This is an optimization exercise on Yosys and OpenROAD, whose aim is small area, a short achievable clock period and few clock cycles per item, not a production implementation.
RTL that was checked went through simulation tests only; none was proved equivalent to the original.
Power is estimated from default activity; no workload was simulated.

// heater_handle_supervisor
module heater_handle_supervisor (
  input  logic                         clk_i,
  input  logic                         rst_ni,
  input  logic                         in_valid_i,
  output logic                         in_ready_o,
  input  logic [hhs_pkg::InW-1:0]      in_data_i,
  output logic                         out_valid_o,
  input  logic                         out_ready_i,
  output logic [hhs_pkg::OutW-1:0]     out_data_o,
  input  logic                         cfg_valid_i,
  output logic                         cfg_ready_o,
  input  logic [hhs_pkg::CfgIdxW-1:0]  cfg_index_i,
  input  logic [hhs_pkg::CfgDataW-1:0] cfg_data_i
);
Size in the first run: ~1,300 cells after synthesis, about 200 flip-flops, about 77 I/O pins, roughly 12,000 um^2 of cells after synthesis.
clock: 9.0 ns
lec_check: 0
cap_margin: 20
core_margin: 2
core_utilization: 40
cts_buf_list: sky130_fd_sc_hd__clkbuf_8
slew_margin: 20
standard.sh (not shown) runs the stock make flow with config.mk's settings and CLKGATE_MAP_FILE= SYNTH_SCRIPT=/design/flow/synth_recipe.tcl, a recipe that flattens the netlist after the stock synthesis.
==> flow/flow/run.sh <==
#!/bin/bash
# Layout: the standard flow (standard.sh, which runs the standard synthesis
# unchanged) with two settings changed: the ports are buffered with
# sky130_fd_sc_hd__buf_1 (buffer_ports' own pick is a delay buffer), and the
# timing repair aims for 6 ns of setup slack at the design's clock period.
# The make output goes to standard_flow.log; ORFS's logs stay under orfs/logs.
set -euo pipefail
bash standard.sh SETUP_SLACK_MARGIN=6 "BUFFER_PORTS_ARGS=-buffer_cell sky130_fd_sc_hd__buf_1" finish > standard_flow.log 2>&1
Edit:
--- a/flow/design.v
+++ b/flow/design.v
@@ -417,25 +417,25 @@
 );
   logic [15:0] sleep_ticks;
   logic [14:0] error_ticks;
   logic [9:0]  max_temp;
   logic [9:0]  min_temp;
   logic [7:0]  min_air;
   logic [8:0]  cool_lim;
   logic [7:0]  max_air_duty;
   logic [7:0]  sleep_fan_duty;
   logic        s0_valid_q;
   logic        s0_docked_q, s0_cold_q, s0_power_q;
   logic [9:0]  s0_temp_q;
-  logic [7:0]  s0_air_q;
+  logic        s0_air_low_q;
   logic [7:0]  s0_level_q;
   logic [1:0]  s0_air_step_q;
   logic        in_cold;
   logic [4:0]  cold_step, hot_step, cfg_step;
   logic        s1_valid_q;
   logic        s1_docked_q, s1_cold_q, s1_sleep_cool_q, s1_air_low_q;
   logic        s1_hot_q, s1_cool_q, s1_fan_off_q;
   logic [7:0]  s1_duty_sel_q;
   logic [7:0]  air_duty, duty_sel;
   logic        sleep_cool;
   logic        work_q, work_d;
   logic [15:0] sleep_cnt_q, sleep_cnt_d;
@@ -483,25 +483,25 @@
   end
   assign in_ready_o = in_ready_q;
   assign in_cold   = (in_data_i[35:34] == hhs_pkg::ModeCold);
   assign cold_step = hhs_pkg::air_step(in_data_i[7:0]);
   assign hot_step  = hhs_pkg::air_step(in_data_i[15:8]);
   assign cfg_step  = hhs_pkg::air_step(cfg_data_i[7:0]);
   always_ff @(posedge clk_i) begin
     if (en0) begin
       s0_docked_q <= !in_data_i[37] && in_data_i[36];
       s0_cold_q   <= in_cold;
       s0_power_q  <= (in_data_i[35:34] == hhs_pkg::ModePower);
       s0_temp_q   <= in_data_i[33:24];
-      s0_air_q    <= in_data_i[23:16];
+      s0_air_low_q <= in_data_i[23:16] < min_air;
     end
     if (cfg_valid_i) begin
       s0_level_q    <= cfg_data_i[7:0];
       s0_air_step_q <= cfg_step[1:0];
     end else if (en0) begin
       s0_level_q    <= in_cold ? in_data_i[7:0] : in_data_i[15:8];
       s0_air_step_q <= in_cold ? cold_step[1:0] : hot_step[1:0];
     end
   end
   assign air_duty = hhs_pkg::air_sum(s0_level_q, {3'b111, s0_air_step_q});
   always_comb begin
     if (s0_cold_q || !s0_docked_q) begin
@@ -512,25 +512,25 @@
       duty_sel = {1'b0, hhs_pkg::temp_duty(s0_temp_q)};
     end else begin
       duty_sel = 8'd0;
     end
   end
   assign sleep_cool = s0_power_q ? ({1'b0, s0_temp_q} <= {2'b0, cool_lim})
                                  : (s0_temp_q <= hhs_pkg::TempSleepCool);
   always_ff @(posedge clk_i) begin
     if (en1) begin
       s1_docked_q     <= s0_docked_q;
       s1_cold_q       <= s0_cold_q;
       s1_sleep_cool_q <= sleep_cool;
-      s1_air_low_q    <= s0_air_q < min_air;
+      s1_air_low_q    <= s0_air_low_q;
       s1_hot_q        <= s0_temp_q >= max_temp;
       s1_cool_q       <= s0_temp_q <= min_temp;
       s1_fan_off_q    <= s0_temp_q < hhs_pkg::TempFanOff;
       s1_duty_sel_q   <= duty_sel;
     end
   end
   hhs_cfg_regs u_cfg (
     .clk_i            (clk_i),
     .rst_ni           (rst_ni),
     .we_i             (cfg_valid_i),
     .idx_i            (cfg_index_i),
     .data_i           (cfg_data_i),
What happened: The new run produced a clean layout; clock skew goes down by 0.013 ns; via count went down by 3.3%; critical path depth goes down by 2; wire length is lower by 4.7%; design area came out lower by 5.6%; area after synthesis fell by 1.6%; clock power went down by 33%; flip-flop and latch count came out lower by 7; setup slack is worse by 0.15 ns; core utilization fell by 2.3 points; power is lower by 16%; die area came out lower by 1.5%; hold slack got worse by 0.021 ns; count of clock-buffer cells in the layout falls by 30.
Testbench counts after the change, summed over its fixed seeds: cycles 16,024, items 16,000.
No functional check of the RTL was part of the first run of this note.

========
heater_handle_supervisor, a different RTL version from the one above (not shown whole).
For scale: about 1100 cells after synthesis, roughly 77 I/O pins, about 0.010 mm2 of cells after synthesis.
==> module hhs_step, before the edit <==
module hhs_step (
  input  logic [hhs_pkg::InW-1:0] item_i,
  input  logic [15:0] sleep_ticks_i,
  input  logic [14:0] error_ticks_i,
  input  logic [9:0]  max_temp_i,
  input  logic [9:0]  min_temp_i,
  input  logic [7:0]  min_air_i,
  input  logic [8:0]  cool_lim_i,
  input  logic [7:0]  max_air_duty_i,
  input  logic [7:0]  sleep_fan_duty_i,
  input  logic [7:0]  air_duty_i,
  input  logic        work_i,
  input  logic [15:0] sleep_cnt_i,
  input  logic [15:0] fault_cnt_i,
  input  logic [1:0]  fault_i,
  input  logic        fan_fault_i,
  input  logic        fan_hold_i,
  input  logic [7:0]  duty_i,
  output logic        work_o,
  output logic [15:0] sleep_cnt_o,
  output logic [15:0] fault_cnt_o,
  output logic [1:0]  fault_o,
  output logic        fan_fault_o,
  output logic        fan_hold_o,
  output logic [7:0]  duty_o,
  output logic        beep_o
);
  logic       lifted, sleep_en, cold, power, docked;
  logic [9:0] temp;
  logic [7:0] air;
  logic       sleep_cool, air_low, hot, cool;
  logic       sleep_hit, dbl_hit, half_hit;
  logic [15:0] fault_base;
  logic [7:0] duty_sel;
  assign lifted   = item_i[37];
  assign sleep_en = item_i[36];
  assign temp     = item_i[33:24];
  assign air      = item_i[23:16];
  assign cold     = (item_i[35:34] == hhs_pkg::ModeCold);
  assign power    = (item_i[35:34] == hhs_pkg::ModePower);
  assign docked   = !lifted && sleep_en;
  assign sleep_cool = power ? hhs_pkg::ge16({7'd0, cool_lim_i}, {6'd0, temp}) : hhs_pkg::ge16({6'd0, hhs_pkg::TempSleepCool}, {6'd0, temp});
  assign air_low    = !hhs_pkg::ge16({8'd0, air}, {8'd0, min_air_i});
  assign hot        = hhs_pkg::ge16({6'd0, temp}, {6'd0, max_temp_i});
  assign cool       = hhs_pkg::ge16({6'd0, min_temp_i}, {6'd0, temp});
  assign sleep_hit = (sleep_cnt_i != 16'hffff) && hhs_pkg::ge16(sleep_cnt_i, sleep_ticks_i);
  assign fault_base = work_i ? fault_cnt_i : 16'd0;
  assign dbl_hit  = work_i ? hhs_pkg::ge16(fault_cnt_i, {error_ticks_i, 1'b0})
                           : (error_ticks_i == 15'd0);
  assign half_hit = work_i ? hhs_pkg::ge16(fault_cnt_i, {2'b0, error_ticks_i[14:1]})
                           : (error_ticks_i[14:1] == 14'd0);
  always_comb begin
    if (cold || !docked) begin
      duty_sel = air_duty_i;
    end else if (temp >= hhs_pkg::TempFanHigh) begin
      duty_sel = sleep_fan_duty_i;
    end else if (temp >= hhs_pkg::TempFanLow) begin
      duty_sel = {1'b0, hhs_pkg::temp_duty(temp)};
    end else begin
      duty_sel = 8'd0;
    end
  end
  always_comb begin
    work_o      = work_i;
    sleep_cnt_o = sleep_cnt_i;
    beep_o      = 1'b0;
    if (!work_i) begin
      if (!docked || cold) work_o = 1'b1;
    end else if (docked && !cold && sleep_cool) begin
      if (sleep_hit) begin
        work_o      = 1'b0;
        sleep_cnt_o = 16'd0;
        beep_o      = 1'b1;
      end else begin
        sleep_cnt_o = hhs_pkg::inc16(sleep_cnt_i);
      end
    end
    fault_o     = fault_i;
    fault_cnt_o = fault_base;
    if (fault_i == hhs_pkg::FAULT_OK) begin
      if (cold) begin
        if (air_low) begin
          if (dbl_hit) begin
            fault_o     = hhs_pkg::FAULT_FAN;
            fault_cnt_o = 16'd0;
          end else begin
            fault_cnt_o = hhs_pkg::inc16(fault_base);
          end
        end
      end else if (!docked && (hot || cool || air_low)) begin
        if (half_hit && hot) begin
          fault_o     = hhs_pkg::FAULT_OVER_TMP;
          fault_cnt_o = 16'd0;
        end else if (dbl_hit && air_low) begin
          fault_o     = hhs_pkg::FAULT_FAN;
          fault_cnt_o = 16'd0;
        end else if (dbl_hit && cool) begin
          fault_o     = hhs_pkg::FAULT_LOW_TMP;
          fault_cnt_o = 16'd0;
        end else begin
          fault_cnt_o = hhs_pkg::inc16(fault_base);
        end
      end else begin
        fault_cnt_o = 16'd0;
      end
    end else if (docked) begin
      fault_o     = hhs_pkg::FAULT_OK;
      fault_cnt_o = 16'd0;
    end
    fan_fault_o = fan_fault_i;
    fan_hold_o  = fan_hold_i;
    duty_o      = duty_i;
    if (!fan_fault_i) begin
      if (fault_o != hhs_pkg::FAULT_OK) begin
        fan_fault_o = 1'b1;
      end else if (work_o) begin
        fan_hold_o = cold || !docked;
        duty_o     = duty_sel;
      end else if (temp >= hhs_pkg::TempFanOff) begin
        if (!fan_hold_i) duty_o = hhs_pkg::SleepDuty;
      end else if (!fan_hold_i) begin
        fan_hold_o = 1'b1;
        duty_o     = 8'd0;
      end
    end else begin
      duty_o = max_air_duty_i;
      if (fault_o == hhs_pkg::FAULT_OK) fan_fault_o = 1'b0;
    end
  end
endmodule
export LEC_CHECK = 0
export CAP_MARGIN = 20
export CORE_MARGIN = 2
export CORE_UTILIZATION = 40
export SLEW_MARGIN = 20
create_clock -name core_clock -period 9.0 [get_ports {clk_i}]
run.sh (not shown) runs the stock make flow with config.mk's settings and CLKGATE_MAP_FILE= SYNTH_SCRIPT=/design/flow/synth_recipe.tcl, a recipe that flattens the netlist after the stock synthesis.
Stock flow here: none of the scripts above is used.
Then changed:
--- a/flow/design.v
+++ b/flow/design.v
@@ -211,26 +211,12 @@
       10'd247: temp_duty = 7'd98;
       10'd248: temp_duty = 7'd99;
       10'd249: temp_duty = 7'd99;
       default: temp_duty = 7'bx;
     endcase
   endfunction
-  function automatic logic ge16(input logic [15:0] a, input logic [15:0] b);
-    logic r;
-    r = 1'b1;
-    for (int i = 0; i < 16; i++) r = (a[i] & ~b[i]) | (~(a[i] ^ b[i]) & r);
-    ge16 = r;
-  endfunction
-  function automatic logic [15:0] inc16(input logic [15:0] a);
-    logic c;
-    c = 1'b1;
-    for (int i = 0; i < 16; i++) begin
-      inc16[i] = a[i] ^ c;
-      c = c & a[i];
-    end
-  endfunction
 endpackage
 module hhs_cfg_regs (
   input  logic                         clk_i,
   input  logic                         rst_ni,
   input  logic                         we_i,
   input  logic [hhs_pkg::CfgIdxW-1:0]  idx_i,
@@ -307,21 +293,21 @@
   assign sleep_en = item_i[36];
   assign temp     = item_i[33:24];
   assign air      = item_i[23:16];
   assign cold     = (item_i[35:34] == hhs_pkg::ModeCold);
   assign power    = (item_i[35:34] == hhs_pkg::ModePower);
   assign docked   = !lifted && sleep_en;
-  assign sleep_cool = power ? hhs_pkg::ge16({7'd0, cool_lim_i}, {6'd0, temp}) : hhs_pkg::ge16({6'd0, hhs_pkg::TempSleepCool}, {6'd0, temp});
-  assign air_low    = !hhs_pkg::ge16({8'd0, air}, {8'd0, min_air_i});
-  assign hot        = hhs_pkg::ge16({6'd0, temp}, {6'd0, max_temp_i});
-  assign cool       = hhs_pkg::ge16({6'd0, min_temp_i}, {6'd0, temp});
-  assign sleep_hit = (sleep_cnt_i != 16'hffff) && hhs_pkg::ge16(sleep_cnt_i, sleep_ticks_i);
+  assign sleep_cool = power ? ({1'b0, temp} <= {2'b0, cool_lim_i}) : (temp <= hhs_pkg::TempSleepCool);
+  assign air_low    = air < min_air_i;
+  assign hot        = temp >= max_temp_i;
+  assign cool       = temp <= min_temp_i;
+  assign sleep_hit = (sleep_cnt_i != 16'hffff) && (sleep_cnt_i >= sleep_ticks_i);
   assign fault_base = work_i ? fault_cnt_i : 16'd0;
-  assign dbl_hit  = work_i ? hhs_pkg::ge16(fault_cnt_i, {error_ticks_i, 1'b0})
+  assign dbl_hit  = work_i ? (fault_cnt_i >= {error_ticks_i, 1'b0})
                            : (error_ticks_i == 15'd0);
-  assign half_hit = work_i ? hhs_pkg::ge16(fault_cnt_i, {2'b0, error_ticks_i[14:1]})
+  assign half_hit = work_i ? (fault_cnt_i >= {2'b0, error_ticks_i[14:1]})
                            : (error_ticks_i[14:1] == 14'd0);
   always_comb begin
     if (cold || !docked) begin
       duty_sel = air_duty_i;
     end else if (temp >= hhs_pkg::TempFanHigh) begin
       duty_sel = sleep_fan_duty_i;
@@ -340,25 +326,25 @@
     end else if (docked && !cold && sleep_cool) begin
       if (sleep_hit) begin
         work_o      = 1'b0;
         sleep_cnt_o = 16'd0;
         beep_o      = 1'b1;
       end else begin
-        sleep_cnt_o = hhs_pkg::inc16(sleep_cnt_i);
+        sleep_cnt_o = sleep_cnt_i + 16'd1;
       end
     end
     fault_o     = fault_i;
     fault_cnt_o = fault_base;
     if (fault_i == hhs_pkg::FAULT_OK) begin
       if (cold) begin
         if (air_low) begin
           if (dbl_hit) begin
             fault_o     = hhs_pkg::FAULT_FAN;
             fault_cnt_o = 16'd0;
           end else begin
-            fault_cnt_o = hhs_pkg::inc16(fault_base);
+            fault_cnt_o = fault_base + 16'd1;
           end
         end
       end else if (!docked && (hot || cool || air_low)) begin
         if (half_hit && hot) begin
           fault_o     = hhs_pkg::FAULT_OVER_TMP;
           fault_cnt_o = 16'd0;
@@ -366,13 +352,13 @@
           fault_o     = hhs_pkg::FAULT_FAN;
           fault_cnt_o = 16'd0;
         end else if (dbl_hit && cool) begin
           fault_o     = hhs_pkg::FAULT_LOW_TMP;
           fault_cnt_o = 16'd0;
         end else begin
-          fault_cnt_o = hhs_pkg::inc16(fault_base);
+          fault_cnt_o = fault_base + 16'd1;
         end
       end else begin
         fault_cnt_o = 16'd0;
       end
     end else if (docked) begin
       fault_o     = hhs_pkg::FAULT_OK;
- The changed run finished clean
- via count goes up by a few percent
- combinational power came out higher by a little under a tenth
- maximum frequency grows by a little under a tenth
- worst hold slack is about the same
- routed wire length rose by a few percent
- power rises by a few percent
- core utilization came out lower by 0.66 points
- clock power went down by a few percent
- sequential share of layout area goes down by 0.42 points
- global-route usage climbs by 0.31 points
- worst setup slack improves by 0.58 ns
No run of this note included a check of the RTL's function; only the layout flow was run.

==> afterwards: timing with drivers on the ports <==
How much do the figures lean on ideal ports? The routed layouts below were timed once more, with nothing changed but the port constraints.
Step 1 (the two cells are an assumption about what drives the block):
set clk [get_ports {clk_i}]
set_driving_cell -lib_cell sky130_fd_sc_hd__clkbuf_16 $clk
set_driving_cell -lib_cell sky130_fd_sc_hd__buf_2 [delete_from_list [all_inputs] $clk]
Step 2, shift: input delay + t, output delay - t, t = (earliest + latest rising clock arrival at the registers) / 2. This alone moves slack from input paths to output paths.
Three values: ideal, step 1, step 2; two values: the first two.
| run | shift t [ns] | slack for setup (ns) | latest minus earliest clock arrival (ns) | pins driven straight from the clock port |
|---|---|---|---|---|
| the first run of note 1 | 0.561 | 5.797 / 5.806 / 5.245 | 0.033 / 0.033 | 1 |
| the second run of note 1 | 0.518 | 5.646 / 5.650 / 5.133 | 0.013 / 0.013 | 1 |
| the first run of note 2 | 0.468 | 1.770 / 1.792 / 1.324 | 0.012 / 0.012 | 1 |
| the second run of note 2 | 0.477 | 2.349 / 2.375 / 1.898 | 0.014 / 0.014 | 1 |
After both steps setup and hold are still met in every run listed. For the first run of note 1, which loses most, drivers alone change the setup slack by +0.009 ns; drivers and shift together by -0.552 ns.
